This is an optimization exercise on Yosys and OpenROAD, whose aim is small area and a short achievable clock period, not a production implementation. In this exercise RTL edits were held to simulation tests only and were not proved equivalent to the original. No activity file was given, so power comes from the tool's default toggle rates.

==> flow/design.v (outline; a module is shown in full before it is edited, if it fits) <==
// module mul_simd_top: 1781 lines
module mul_simd_top
(
   input  logic        clk,
   input  logic        rst_n,
   input  logic        in_valid,
   input  logic [1:0]  op,
   input  logic [31:0] a,
   input  logic [31:0] b,
   output logic        out_valid,
   output logic [63:0] result
);
  // ...
==> flow/flow/run.sh <==
#!/bin/bash
# Own layout flow: the standard synthesis unchanged, then the standard ORFS
# steps with a few resizer settings changed:
#  - port buffers are buf cells (the default pick is a slow delay buffer),
#  - the resizer may swap cells across footprints,
#  - repair_timing aims for extra setup slack (see knobs.sh).
# Each step's full output goes to a log file in this folder.
set -euo pipefail
cd "$(dirname "$0")/.."
source flow/knobs.sh
bash standard.sh synth > flow_synth.log 2>&1
bash standard.sh "${KNOBS[@]}" finish > flow_layout.log 2>&1
==> flow/flow/knobs.sh <==
KNOBS=(
  MATCH_CELL_FOOTPRINT=0
  "BUFFER_PORTS_ARGS=-buffer_cell sky130_fd_sc_hd__buf_2"
  SETUP_SLACK_MARGIN=5
)
==> flow/standard.sh <==
#!/bin/bash
# synth_recipe.tcl (not shown) runs the flow's synth.tcl, then flattens the netlist and writes it again
# the make line also repeats each setting of config.mk as NAME=value (left out here)
make -C /OpenROAD-flow-scripts/flow DESIGN_CONFIG=/design/flow/config.mk WORK_HOME=/design/flow/orfs CLKGATE_MAP_FILE= SYNTH_SCRIPT=/design/flow/synth_recipe.tcl "${@:-finish}"
==> flow/config.mk <==
export PLATFORM = sky130hd
export DESIGN_NAME = mul_simd_top
export DESIGN_NICKNAME = mul_simd_top
export VERILOG_FILES = /design/flow/design.v
export SDC_FILE = /design/flow/constraint.sdc
export NUM_CORES = 4
export LEC_CHECK = 0
export CAP_MARGIN = 20
export CORE_MARGIN = 2
export CORE_UTILIZATION = 40
export SLEW_MARGIN = 20
==> flow/constraint.sdc <==
create_clock -name core_clock -period 9.5 [get_ports {clk}]
set_input_delay 1.9000 -clock core_clock [delete_from_list [all_inputs] [get_ports {clk}]]
set_output_delay 1.9000 -clock core_clock [all_outputs]
set_load 0.01 [all_outputs]
==> reports/metrics.csv, run 1 <==
stage;metric;value;unit
timing;Max transition margin;42.25;%
finish;Multi-input gate area;14230;um2
finish;final std cells w/o fill;2870;
timing;worst clock skew;0.01733;ns
worst_setup_path;R2R Setup Slk;5.09;ns
min_path;HP Class;flip-flop to flip-flop;
finish;Layout area overhead;11.66;%
power;P_clk;1.22;mW
clock_tree;Worst-Skew Late Latency;0.59;ns
floorplan;core area;51090;um2
route;Vias;15223;
finish;Clock-cell share;4.515;%
power;PD cells;319.5;nW/um2
worst_setup_path;cell mode on critical path;fa_1;
yosys;Yosys top cell by area;dfxtp_1;
worst_setup_path;RR Startpoint;bo1_r[1]$_DFF_P_;
clock_tree;CTS resizes;50;
power;Internal;4.213;mW
floorplan;I/O pin count;134;
route;Final ANT Viol Nets;0;
finish;top cell category;multi-input gates;
yosys;yosys warns;1;
place;dpl ws;4.415;ns
timing;Final min period;4.413;ns
timing;slew of the pin with the lowest slew margin;0.8644;ns
finish;Signal inverters;236;
floorplan;row count;83;
yosys;most frequent cells after synthesis;a22oi_1, xnor2_1, dfxtp_1;
finish;# diodes;5;
grt;global-route met3 utilization;4.064;%
worst_setup_path;Critical Path Sink Type;flip-flop;
finish;Final Util;45.02;%
finish;fin area;23000;um2
worst_setup_path;critical path class;flip-flop to flip-flop;
finish;most common library cell in the layout ignoring fill and taps;a22oi_1;
yosys;main area contributors after synthesis;dfxtp_1, fa_1, xnor2_1;
finish;storage element area;4971;um2
clock_tree;clock buffer depth;3;
status;outcome;timing/DRC/antenna clean;
power;register share of total power;21.6;%
route;highest routed layer;met5;
yosys;top_reg_cell synth;dfxtp_1;
==> run 2: changes to the inputs <==
==> flow/flow/knobs.sh (replaced) <==
KNOBS=(
  MATCH_CELL_FOOTPRINT=0
  "BUFFER_PORTS_ARGS=-buffer_cell sky130_fd_sc_hd__buf_2"
  SETUP_SLACK_MARGIN=5.3
)
==> run 2 against run 1 <==
  * Combinational power is 7.5% higher
  * Fmax up 2.5%
  * Synthesized area unchanged
  * Global-route usage is 0.82 points higher
  * First-iteration DRC count grew 2.2%
  * Critical path depth decreased by 6
  * Wire length increased by 3.8%
  * Via count up 1.5%
  * Sequential power barely moved
  * Register-to-register slack improved by 0.25 ns
  * Clock-buffer cell count grew 1
  * Largest power group unchanged
  * Highest routed layer unchanged
==> reports/metrics.csv, run 2 <==
stage;metric;value;unit;change
clock_tree;CTS sink count;242;;unchanged
grt;vias in the first global route;15780;;was 15,205
route;# DRC;0;;unchanged
timing;ratio of final minimum period to clock period;45.32;%;was 46.45%
yosys;top cell type's share of synthesized area;23.33;%;unchanged
finish;Final Util;47.19;%;was 45.02%
yosys;FFs w/ async S/R, synth;0.8264;%;unchanged
yosys;most frequent cells after synthesis;a22oi_1, xnor2_1, dfxtp_1;;unchanged
timing;Max transition margin;32.47;%;was 42.25%
yosys;top_reg_cell synth;dfxtp_1;;unchanged
worst_setup_path;crit-path max cell delay;0.42;ns;was 0.53 ns
yosys;Post-synth EDFFs;0;;unchanged
power;Internal;4.332;mW;was 4.213 mW
timing;RSZ-0062 raised after global routing;true;;unchanged
finish;Layout area overhead;17.06;%;was 11.66%
place;PortBufs;133;;unchanged
route;drt total wl;55250;um;was 53,210 um
route;Final ANT Viol Nets;0;;unchanged
route;drt pass-1 iters;5;;was 7
yosys;distinct cell type count after synthesis;56;;unchanged
route;drt wl/cell;18.84;um;was 18.54 um
finish;final std cells w/o fill;2933;;was 2,870
yosys;Yosys top cell by area;dfxtp_1;;unchanged
power;Peak VDD IR;0.0001567;V;was 0.0001681 V
clock_tree;CTS Buf Count;28;;unchanged
power;register share of total power;21.0;%;was 21.6%
place;GPL Wtd Cong;0.8905;;was 0.8628
power;Logic pwr share;64.2;%;was 61.7%
grt;first-pass GRT wire length;87350;um;was 84,220 um
route;Vias;15457;;was 15,223
yosys;sequential share of the synthesized area;23.57;%;unchanged
timing;Final min period;4.305;ns;was 4.413 ns
yosys;Post-Syn Area;20600;um2;unchanged
timing;setup ws final;5.195;ns;was 5.087 ns
worst_setup_path;Critical Path Sink Type;primary output;;was flip-flop
floorplan;core area;51090;um2;unchanged
place;dpl ws;4.474;ns;was 4.415 ns
route;Vias/cell;5.270;;was 5.304
yosys;yosys warns;1;;unchanged
yosys;Yosys reg bits;242;;unchanged
worst_setup_path;critical path peak fanout;5;;was 13
worst_setup_path;cells along the critical path;and3_4, nor2b_4, a41oi_4, o21ai_4, a21o_2, ha_4, xor2_1, buf_2;;was a22oi_1, xnor2_1, and2_1, fa_2, inv_1, fa_1, fa_1, inv_1, fa_1, fa_1, ha_4, a32o_1, a22o_1, a21o_1
clock_tree;clock buffer depth;3;;unchanged
power;PD cells;315.1;nW/um2;was 319.5 nW/um2
timing;Final Max Slew Viols;0;;unchanged
clock_tree;Worst-Skew Late Latency;0.58;ns;was 0.59 ns
finish;most frequent cells in the layout;a22oi_1, xnor2_1, inv_1;;unchanged
yosys;Mapped Nets;2536;;unchanged
worst_setup_path;Worst setup SP type;flip-flop;;unchanged
timing;setup TNS;0;ns;unchanged
grt;GR Layer Usage met2;31.48;%;was 29.80%
floorplan;Die Wd;230.9;um;unchanged
place;Cells after DPL;2783;;was 2,784
grt;largest net degree at the start of global routing;74;;unchanged
finish;Post-layout nets;2631;;was 2,567
timing;slew of the pin with the lowest slew margin;1.011;ns;was 0.8644 ns
timing;Setup-failing EPs final;0;;unchanged
yosys;Mapped Cells;2133;;unchanged
worst_setup_path;required time of the worst setup path;7.60;ns;was 9.96 ns
power;Leakage;10.19;nW;was 9.716 nW
floorplan;row count;83;;unchanged
clock_tree;deepest level of the CTS H-tree;1;;unchanged
finish;most common library cell in the layout ignoring fill and taps;a22oi_1;;unchanged
floorplan;die area;53330;um2;unchanged
worst_setup_path;critical path class;flip-flop to primary output;;was flip-flop to flip-flop
yosys;Syn Area/Cell;9.657;um2;unchanged
route;DRT iter0 DRCs;1091;;was 1,068
power;sw frac;42.98;%;was 42.66%
finish;layout cells sized above 1;21.97;%;was 14.32%
grt;Total GRT Usage;20.59;%;was 19.76%
yosys;most common cell in the netlist;a22oi_1;;unchanged
power;Clock power frac;14.8;%;was 16.7%
floorplan;die height;230.9;um;unchanged
clock_tree;root buf cell;clkbuf_16;;unchanged
power;NetSw;3.265;mW;was 3.135 mW
floorplan;I/O pin count;134;;unchanged
worst_setup_path;Reg2Reg Depth;14;;unchanged
grt;grt ovf;0;;unchanged
timing;Fin. Hold Viols;0;;unchanged
grt;global-route met3 utilization;3.026;%;was 4.064%
grt;antenna violations before repair;9;;unchanged
flow_run;reported max-cap violation count;0;;unchanged
floorplan;initial core utilization;40.31;%;unchanged
clock_tree;Reg clk slew, reported paths;0.07;ns;was 0.06 ns
min_path;HP Class;flip-flop to flip-flop;;unchanged
place;DPL Wire Length;40890;um;was 41,040 um
timing;Achievable Freq;0.2323;GHz;was 0.2266 GHz
grt;GR Util met1;30.51;%;was 28.43%
worst_setup_path;Crit-path slowest cell;dfxtp_4;;was fa_2
worst_setup_path;CP Data Arrival Time;2.41;ns;was 4.88 ns
timing;worst clock skew;0.02105;ns;was 0.01733 ns
min_path;hold path depth;0;;unchanged
status;outcome;timing/DRC/antenna clean;;unchanged
clock_tree;CTS tree;yes;;unchanged
grt;grt peak-use layer;met2;;unchanged
yosys;main area contributors after synthesis;dfxtp_1, fa_1, xnor2_1;;unchanged
==> run 2: routing by layer <==
layer | share of wire [%] | wire (um)
met3 | 6.1 | 3367
met1 | 48 | 26290
met4 | 1.9 | 1070
met2 | 44 | 24470
met5 | 0.10 | 56
==> run 2: what timing repair did <==
item / in CTS / in global routing
setup endpoints to repair: 51 / 32
hold buffers: 0 / 0
gates resized for setup: 169 / 110
buffers inserted: 77 / 16
pin swaps: 19 / 28
cloned: 1 / 1
==> run 2: logic make-up (layout without fill, tap and decap cells) <==
group	after synthesis	count (layout)	share of synthesized area (%)
and+or+nand+nor	291	291	7.544
DFF	242	242	23.57
xor gates and xnor gates	388	388	16.50
muxes	1	1	0.04860
other	0	4	0
buffers and inverters	409	525	7.763
AOI/OAI and AO/OA	468	468	16.27
adders and majority gates	334	334	28.31
==> run 2: path summary, 6_finish.rpt <==
path,startpoint,end,slack (ns)
worst max-delay path,w20_r$_DFF_P_,result[29],5.19
worst min-delay path,v1_r$_DFF_PN0_,out_valid$_DFF_PN0_,0.36
worst max register to register,w0_r[0]$_DFF_P_,bg1_r[3]$_DFF_P_,5.34
worst min register to register,v1_r$_DFF_PN0_,out_valid$_DFF_PN0_,0.36
max in group asynchronous,rst_n,out_valid$_DFF_PN0_,8.30
min in group asynchronous,rst_n,v1_r$_DFF_PN0_,1.11
==> run 2: cell type report <==
type,count,area [um2]
flip-flops and latches,242,5106
multi-input cells,1482,14680
clock buffers,33,759.5
fillers,4792,26980
repair buffers,238,1614
inverters,236,893.4
well taps,680,850.8
clock inverters,18,198.9
diodes,4,10.01
==> run 2: critical path, delay by kind of cell, from the launching register on <==
family,cells,cell delay (ns)
AOI/OAI and AO/OA,3,0.63
xor gates and xnor gates,1,0.16
adders and majority gates,1,0.12
buffers and inverters,1,0.16
DFF,1,0.42
and+or+nand+nor,2,0.34
==> run 2: power by group through the flow <==
stage	clock, mW	sequential, mW	combinational, mW
2_1_floorplan	0	1.47	3.50
3_3_place_gp	0	1.60	4.43
3_5_place_dp	0	1.61	4.56
4_1_cts	1.15	1.58	4.80
5_1_grt	1.19	1.62	5.58
6_report	1.12	1.60	4.88
==> run 2: per-stage QoR <==
step	area [um2]	power [mW]	hold WS [ns]
after floorplan	20650	4.966	0.3290
after global placement	21500	6.027	0.3425
after detailed placement	21500	6.173	0.3363
after CTS	23550	7.538	0.3600
after global routing	24110	8.395	0.3686
final	24110	7.597	0.3584
==> run 3: changes to the inputs <==
==> flow/flow/run.sh (replaced) <==
#!/bin/bash
# Own layout flow: the standard synthesis unchanged, then
#  - (if POLARITY=1) flow/polarity.py removes inverters between full-adder
#    cells of the synthesized netlist by choosing each adder's polarity
#    (registers, ports and the function are unchanged),
#  - the standard ORFS steps with a few resizer settings changed (knobs.sh):
#    port buffers are buf cells (the default pick is a slow delay buffer),
#    the resizer may swap cells across footprints, and repair_timing aims for
#    extra setup slack.
# Each step's full output goes to a log file in this folder.
set -euo pipefail
cd "$(dirname "$0")/.."
source flow/knobs.sh
R=orfs/results/sky130hd/mul_simd_top/base
bash standard.sh synth > flow_synth.log 2>&1
if [[ "${POLARITY:-0}" == 1 ]]; then
  cp $R/1_2_yosys.v flow_synth_netlist.v
  python3 flow/polarity.py $R/1_2_yosys.v > flow_polarity.log 2>&1
  rm -f $R/1_synth.odb $R/1_synth.sdc
fi
bash standard.sh "${KNOBS[@]}" finish > flow_layout.log 2>&1
==> flow/flow/knobs.sh (replaced) <==
POLARITY=1
KNOBS=(
  MATCH_CELL_FOOTPRINT=0
  "BUFFER_PORTS_ARGS=-buffer_cell sky130_fd_sc_hd__buf_2"
  SETUP_SLACK_MARGIN=5
)
==> flow/flow/polarity.py (new file) <==
#!/usr/bin/env python3
"""Remove inverters between full-adder cells of a synthesized netlist.

A full adder is self-dual: FA(~a, ~b, ~c) = (~sum, ~carry). Synthesis maps the
carry-save tree into sky130 fa cells, but leaves an inverter on many of the
wires between them. This pass picks, for every fa cell, whether it computes
the true or the inverted values of its wires (flipping all its inputs and
outputs), so that as few inverters as possible are needed, then rewires the
netlist. Registers, ports and all other cells are untouched; the netlist
computes exactly the same function.

usage: polarity.py NETLIST.v   (rewritten in place; a report goes to stdout)
"""
import re, sys, random

path = sys.argv[1]
text = open(path).read()

inst_re = re.compile(r'^(\s*)(sky130_fd_sc_hd__\w+)\s+(\S+)\s*\((.*?)\);\n', re.S | re.M)
pin_re = re.compile(r'\.(\w+)\(\s*(.*?)\s*\)(?=\s*,|\s*$)', re.S)
OUTPINS = {"X", "Y", "Q", "Q_N", "SUM", "COUT", "HI", "LO"}

cells = []
for m in inst_re.finditer(text):
    pins = {}
    for pm in pin_re.finditer(m.group(4)):
        pins[pm.group(1)] = pm.group(2).strip()
    cells.append({"type": m.group(2), "name": m.group(3), "pins": pins,
                  "span": m.span(), "indent": m.group(1)})

hdr_end = text.index(");", text.index("module")) + 2
ports = set()
for m in re.finditer(r'^\s*(input|output|inout)\s*(\[[^\]]*\])?\s*([^;]+);', text, re.M):
    for n in m.group(3).split(","):
        ports.add(n.strip())

def fmt(n):
    return n + " " if n.startswith("\\") else n

def is_port(net):
    base = net.split("[")[0].strip()
    return base in ports or net in ports

driver = {}
for i, c in enumerate(cells):
    for p, n in c["pins"].items():
        if p in OUTPINS:
            driver[n] = (i, p)

def is_inv(c):
    return "__inv_" in c["type"]

def is_fa(c):
    return "__fa_" in c["type"]

def root(net):
    par = 0
    seen = 0
    while net in driver and is_inv(cells[driver[net][0]]) and seen < 50:
        net = cells[driver[net][0]]["pins"]["A"]
        par ^= 1
        seen += 1
    return net, par

fa_ids = [i for i, c in enumerate(cells) if is_fa(c)]
fa_out = {}   # net -> fa index
for i in fa_ids:
    for p in ("SUM", "COUT"):
        if p in cells[i]["pins"]:
            fa_out[cells[i]["pins"][p]] = i

fixed = set()
for i in fa_ids:
    for p in ("SUM", "COUT"):
        n = cells[i]["pins"].get(p)
        if n is not None and is_port(n):
            fixed.add(i)

# managed pins: every input pin of a non-inverter cell whose root is an fa
# output, and every input pin of an fa cell
managed = []   # (cell idx, pin, root net, parity)
for i, c in enumerate(cells):
    if is_inv(c):
        continue
    for p, n in c["pins"].items():
        if p in OUTPINS:
            continue
        r, par = root(n)
        if is_fa(c) or r in fa_out:
            managed.append((i, p, r, par))

# inverter outputs that are ports or feed unmanaged loads stay as they are
x = {i: 0 for i in fa_ids}

def need(m):
    i, p, r, par = m
    v = par
    if is_fa(cells[i]):
        v ^= x[i]
    if r in fa_out:
        v ^= x[fa_out[r]]
    return v

def cost():
    return len({m[2] for m in managed if need(m)})

by_fa = {i: [] for i in fa_ids}
for k, m in enumerate(managed):
    i, p, r, par = m
    if i in by_fa:
        by_fa[i].append(k)
    if r in fa_out:
        by_fa[fa_out[r]].append(k)
by_root = {}
for k, m in enumerate(managed):
    by_root.setdefault(m[2], []).append(k)

def delta(f):
    roots = {managed[k][2] for k in by_fa[f]}
    before = sum(1 for r in roots if any(need(managed[k]) for k in by_root[r]))
    x[f] ^= 1
    after = sum(1 for r in roots if any(need(managed[k]) for k in by_root[r]))
    x[f] ^= 1
    return after - before

c0 = cost()
best = dict(x); best_cost = c0
rng = random.Random(1)
for restart in range(12):
    if restart:
        for f in fa_ids:
            x[f] = best[f]
        for f in rng.sample(fa_ids, max(1, len(fa_ids) // 10)):
            if f not in fixed:
                x[f] ^= 1
    improved = True
    while improved:
        improved = False
        for f in fa_ids:
            if f in fixed:
                continue
            if delta(f) < 0:
                x[f] ^= 1
                improved = True
    cc = cost()
    if cc < best_cost:
        best_cost = cc; best = dict(x)
x = best

# rewrite
new_inv = {}   # root net -> inverted net
extra = []
def inv_of(r):
    if r not in new_inv:
        k = len(new_inv)
        nn = f"_pol{k}_"
        new_inv[r] = nn
        extra.append((f"  wire {nn};\n", f"  sky130_fd_sc_hd__inv_1 _pol{k}_i_ (\n    .A({fmt(r)}),\n    .Y({nn})\n  );\n"))
    return new_inv[r]

for m in managed:
    i, p, r, par = m
    cells[i]["pins"][p] = inv_of(r) if need(m) else r

# drop inverters that drive nothing now (repeat, chains)
loads = {}
def count_loads():
    loads.clear()
    for c in cells:
        if c.get("dead"):
            continue
        for p, n in c["pins"].items():
            if p not in OUTPINS:
                loads[n] = loads.get(n, 0) + 1
changed = True
removed = 0
while changed:
    changed = False
    count_loads()
    for c in cells:
        if c.get("dead") or not is_inv(c):
            continue
        y = c["pins"]["Y"]
        if loads.get(y, 0) == 0 and not is_port(y):
            c["dead"] = True
            removed += 1
            changed = True

out = []
pos = 0
for c in cells:
    s, e = c["span"]
    out.append(text[pos:s])
    if not c.get("dead"):
        ind = c["indent"]
        body = ",\n".join(f"{ind}  .{p}({fmt(n)})" for p, n in c["pins"].items())
        out.append(f"{ind}{c['type']} {c['name']} (\n{body}\n{ind});\n")
    pos = e
out.append(text[pos:])
res = "".join(out)
decl = "".join(d for d, _ in extra)
insts = "".join(i for _, i in extra)
res = res[:hdr_end] + "\n" + decl + res[hdr_end:]
k = res.rindex("endmodule")
res = res[:k] + insts + res[k:]
open(path, "w").write(res)
flipped = sum(1 for f in fa_ids if x[f])
print(f"polarity: {len(fa_ids)} fa cells, {flipped} flipped; inverted roots {c0} -> {best_cost}; "
      f"{removed} inverters removed, {len(new_inv)} added")
==> run 3 against run 2 <==
  * Sequential cell count did not move
  * Synthesized cell count fell by 2.3%
  * Power fell by 6.4%
  * Clock power barely moved
  * Synthesized area fell by 0.89%
  * Wire length fell by 6.3%
  * Utilization fell by 2.2 points
  * Die area fell by 0.88%
  * Setup slack got worse by 0.087 ns
==> reports/metrics.csv, run 3 <==
stage;metric;value;unit;change
worst_setup_path;cells along the critical path;and3_4, and2b_1, a41oi_4, inv_2, a31o_2, ha_1, xor2_1, buf_2;;was and3_4, nor2b_4, a41oi_4, o21ai_4, a21o_2, ha_4, xor2_1, buf_2
route;drt total wl;51780;um;was 55,250 um
route;Vias;15083;;was 15,457
place;PortBufs;133;;unchanged
yosys;Mapped Nets;2487;;was 2,536
worst_setup_path;Worst setup SP type;flip-flop;;unchanged
grt;largest net degree at the start of global routing;74;;unchanged
place;Cells after DPL;2722;;was 2,783
power;PD cells;314.3;nW/um2;was 315.1 nW/um2
power;Clock power frac;16.1;%;was 14.8%
grt;first-pass GRT wire length;84810;um;was 87,350 um
clock_tree;clock buffer depth;3;;unchanged
timing;RSZ-0062 raised after global routing;true;;unchanged
finish;fin area;22610;um2;was 24,110 um2
timing;Final min period;4.392;ns;was 4.305 ns
worst_setup_path;CP Buf/Inv Count;2;;was 1
power;Internal;4.094;mW;was 4.332 mW
power;Peak VDD IR;0.0002285;V;was 0.0001567 V
route;Final ANT Viol Nets;0;;unchanged
place;post-place instance area;21260;um2;was 21,500 um2
clock_tree;Reg clk slew, reported paths;0.06;ns;was 0.07 ns
timing;Final Max Slew Viols;0;;unchanged
route;DRT iter0 DRCs;1183;;was 1,091
clock_tree;root buf cell;clkbuf_16;;unchanged
worst_setup_path;required time of the worst setup path;7.60;ns;about the same
yosys;yosys warns;1;;unchanged
power;Design Power;7.108;mW;was 7.597 mW
floorplan;core area;50270;um2;was 51,090 um2
finish;final std cells w/o fill;2802;;was 2,933
clock_tree;cts hold-fix bufs;0;;unchanged
clock_tree;CTS tree;yes;;unchanged
finish;Layout area overhead;10.77;%;was 17.06%
min_path;HP Class;flip-flop to flip-flop;;unchanged
timing;Setup-failing EPs final;0;;unchanged
clock_tree;deepest level of the CTS H-tree;1;;unchanged
clock_tree;Worst-Skew Late Latency;0.59;ns;was 0.58 ns
route;# DRC;0;;unchanged
worst_setup_path;critical path peak fanout;6;;was 5
worst_setup_path;crit-path max cell delay;0.37;ns;was 0.42 ns
power;register share of total power;22.4;%;was 21.0%
floorplan;I/O pin count;134;;unchanged
floorplan;die area;52860;um2;was 53,330 um2
worst_setup_path;Crit-path slowest cell;dfxtp_4;;unchanged
timing;Fin. Hold Viols;0;;unchanged
yosys;Post-Syn Area;20410;um2;was 20,600 um2
power;Leakage;9.450;nW;was 10.19 nW
grt;Total GRT Usage;19.93;%;was 20.59%
floorplan;die height;229.9;um;was 230.9 um
worst_setup_path;Critical Path Sink Type;primary output;;unchanged
timing;ratio of final minimum period to clock period;46.23;%;was 45.32%
route;drt wl/cell;18.48;um;was 18.84 um
finish;layout cells sized above 1;14.61;%;was 21.97%
yosys;Syn Area/Cell;9.796;um2;was 9.657 um2
worst_setup_path;Worst path top cell family by delay;compound AO/OA/AOI/OAI gates;;unchanged
route;drt pass-1 iters;7;;was 5
timing;Max transition margin;30.20;%;was 32.47%
place;GPL Wtd Cong;0.8995;;was 0.8905
grt;antenna violations before repair;1;;was 9
route;Vias/cell;5.383;;was 5.270
floorplan;row count;82;;was 83
finish;Post-layout nets;2509;;was 2,631
clock_tree;CTS Buf Count;31;;was 28
grt;vias in the first global route;15633;;was 15,780
finish;most common library cell in the layout ignoring fill and taps;a22oi_1;;unchanged
power;sw frac;42.40;%;was 42.98%
timing;Achievable Freq;0.2277;GHz;was 0.2323 GHz
worst_setup_path;critical path class;flip-flop to primary output;;unchanged
finish;most frequent cells in the layout;a22oi_1, xnor2_1, fa_1;;was a22oi_1, xnor2_1, inv_1
flow_run;reported max-cap violation count;0;;unchanged
timing;setup TNS;0;ns;unchanged
floorplan;Die Wd;229.9;um;was 230.9 um
timing;slew of the pin with the lowest slew margin;1.045;ns;was 1.011 ns
timing;worst clock skew;0.01737;ns;was 0.02105 ns
power;NetSw;3.013;mW;was 3.265 mW
floorplan;initial core utilization;40.61;%;was 40.31%
grt;grt ovf;0;;unchanged
place;DPL Wire Length;39680;um;was 40,890 um
clock_tree;CTS sink count;242;;unchanged
yosys;Mapped Cells;2084;;was 2,133
power;Logic pwr share;61.6;%;was 64.2%
worst_setup_path;CP Data Arrival Time;2.49;ns;was 2.41 ns
status;outcome;timing/DRC/antenna clean;;unchanged
run 3: cell count changes in the layout (fill, tap and decap cells not counted), moves of 7 or more:
cell	previous run	this run
buf_4	89	26
inv_1	231	184
dfxtp_1	143	183
dfxtp_4	52	16
a22oi_1	244	261
a22oi_2	18	1
fa_1	203	218
fa_2	17	2
xnor2_1	237	251
xnor2_2	13	1
buf_6	12	1
o21ai_2	7	0
run 3: power by group through the flow:
| stage | registers (mW) | clock network (mW) | logic [mW] |
|---|---|---|---|
| finish | 1.59 | 1.14 | 4.38 |
| global route | 1.62 | 1.22 | 5.07 |
| CTS | 1.58 | 1.18 | 4.42 |
| detailed placement | 1.61 | 0 | 4.35 |
| global placement | 1.60 | 0 | 4.24 |
| floorplan | 1.47 | 0 | 3.43 |
run 3: final cells by class:
type | count | area (um2)
Sequential cell | 242 | 4966
Clock inverter | 19 | 152.6
Timing Repair Buffer | 162 | 899.6
Tap cell | 672 | 840.8
Clock buffer | 37 | 828.3
Antenna cell | 1 | 2.502
Fill cell | 4800 | 27660
Multi-Input combinational cell | 1482 | 14210
Inverter | 187 | 709.4
run 3: worst paths after layout:
kind,from,endpoint,slack (ns),cells after the start
hold / removal,v1_r$_DFF_PN0_,out_valid$_DFF_PN0_,0.36,0
setup / recovery,w20_r$_DFF_P_,result[57],5.11,8
max in group asynchronous,rst_n,out_valid$_DFF_PN0_,8.31,1
setup reg to reg,w0_r[0]$_DFF_P_,bg0_r[3]$_DFF_P_,5.15,13
min in group asynchronous,rst_n,v1_r$_DFF_PN0_,1.10,1
hold reg to reg,v1_r$_DFF_PN0_,out_valid$_DFF_PN0_,0.36,0
run 3: layer usage:
metal  share of wire [%]  global-route usage [%]
met4                 2.4                   5.645
met1                  46                   28.11
met5               0.025                       0
met3                 6.1                   2.604
met2                  45                   31.98
run 3: stage by stage:
stage | utilization, % | hold slack [ns] | setup WS, ns
2_1_floorplan | - | 0.3290 | 5.028
3_3_place_gp | 42.27 | 0.3434 | 4.427
3_5_place_dp | 42.28 | 0.3418 | 4.330
4_1_cts | 44.68 | 0.3653 | 4.968
5_1_grt | 44.98 | 0.3844 | 4.955
6_report | 44.98 | 0.3594 | 5.108
run 3: what timing repair did:
item,in CTS,in global routing
endpoints found under the hold margin,0,0
gates resized for setup,59,37
pin swaps,3,7
setup buffers,16,7
setup endpoints to repair,29,17

-- re-timing with driven ports --
The results above use ideal ports. As a check the final layouts listed here were re-extracted and re-timed, cells and wires unchanged.
Step 1 sets driving cells, clkbuf_16 on the clock port and buf_2 on the other inputs (assumed; they add their load-dependent delay and slew).
Step 2, shift: input delay + t, output delay - t, t = (earliest + latest rising clock arrival at the registers) / 2. This alone moves slack from input paths to output paths.
Slacks: ideal ports / drivers / drivers and shift; pairs: ideal ports / drivers.
| run | t, ns | slack for setup (ns) | latest minus earliest clock arrival (ns) | slew at the worst register clock pin (ns) |
|---|---|---|---|---|
| run 1 | 0.632 | 5.087 / 5.041 / 5.087 | 0.017 / 0.018 | 0.07 / 0.07 |
| run 2 | 0.624 | 5.195 / 5.140 / 5.219 | 0.024 / 0.024 | 0.07 / 0.07 |
| run 3 | 0.629 | 5.108 / 5.054 / 4.949 | 0.023 / 0.022 | 0.06 / 0.06 |
After both steps every run listed still meets setup and hold. For run 3, which loses most, drivers alone change the setup slack by -0.054 ns; drivers and shift together by -0.159 ns.
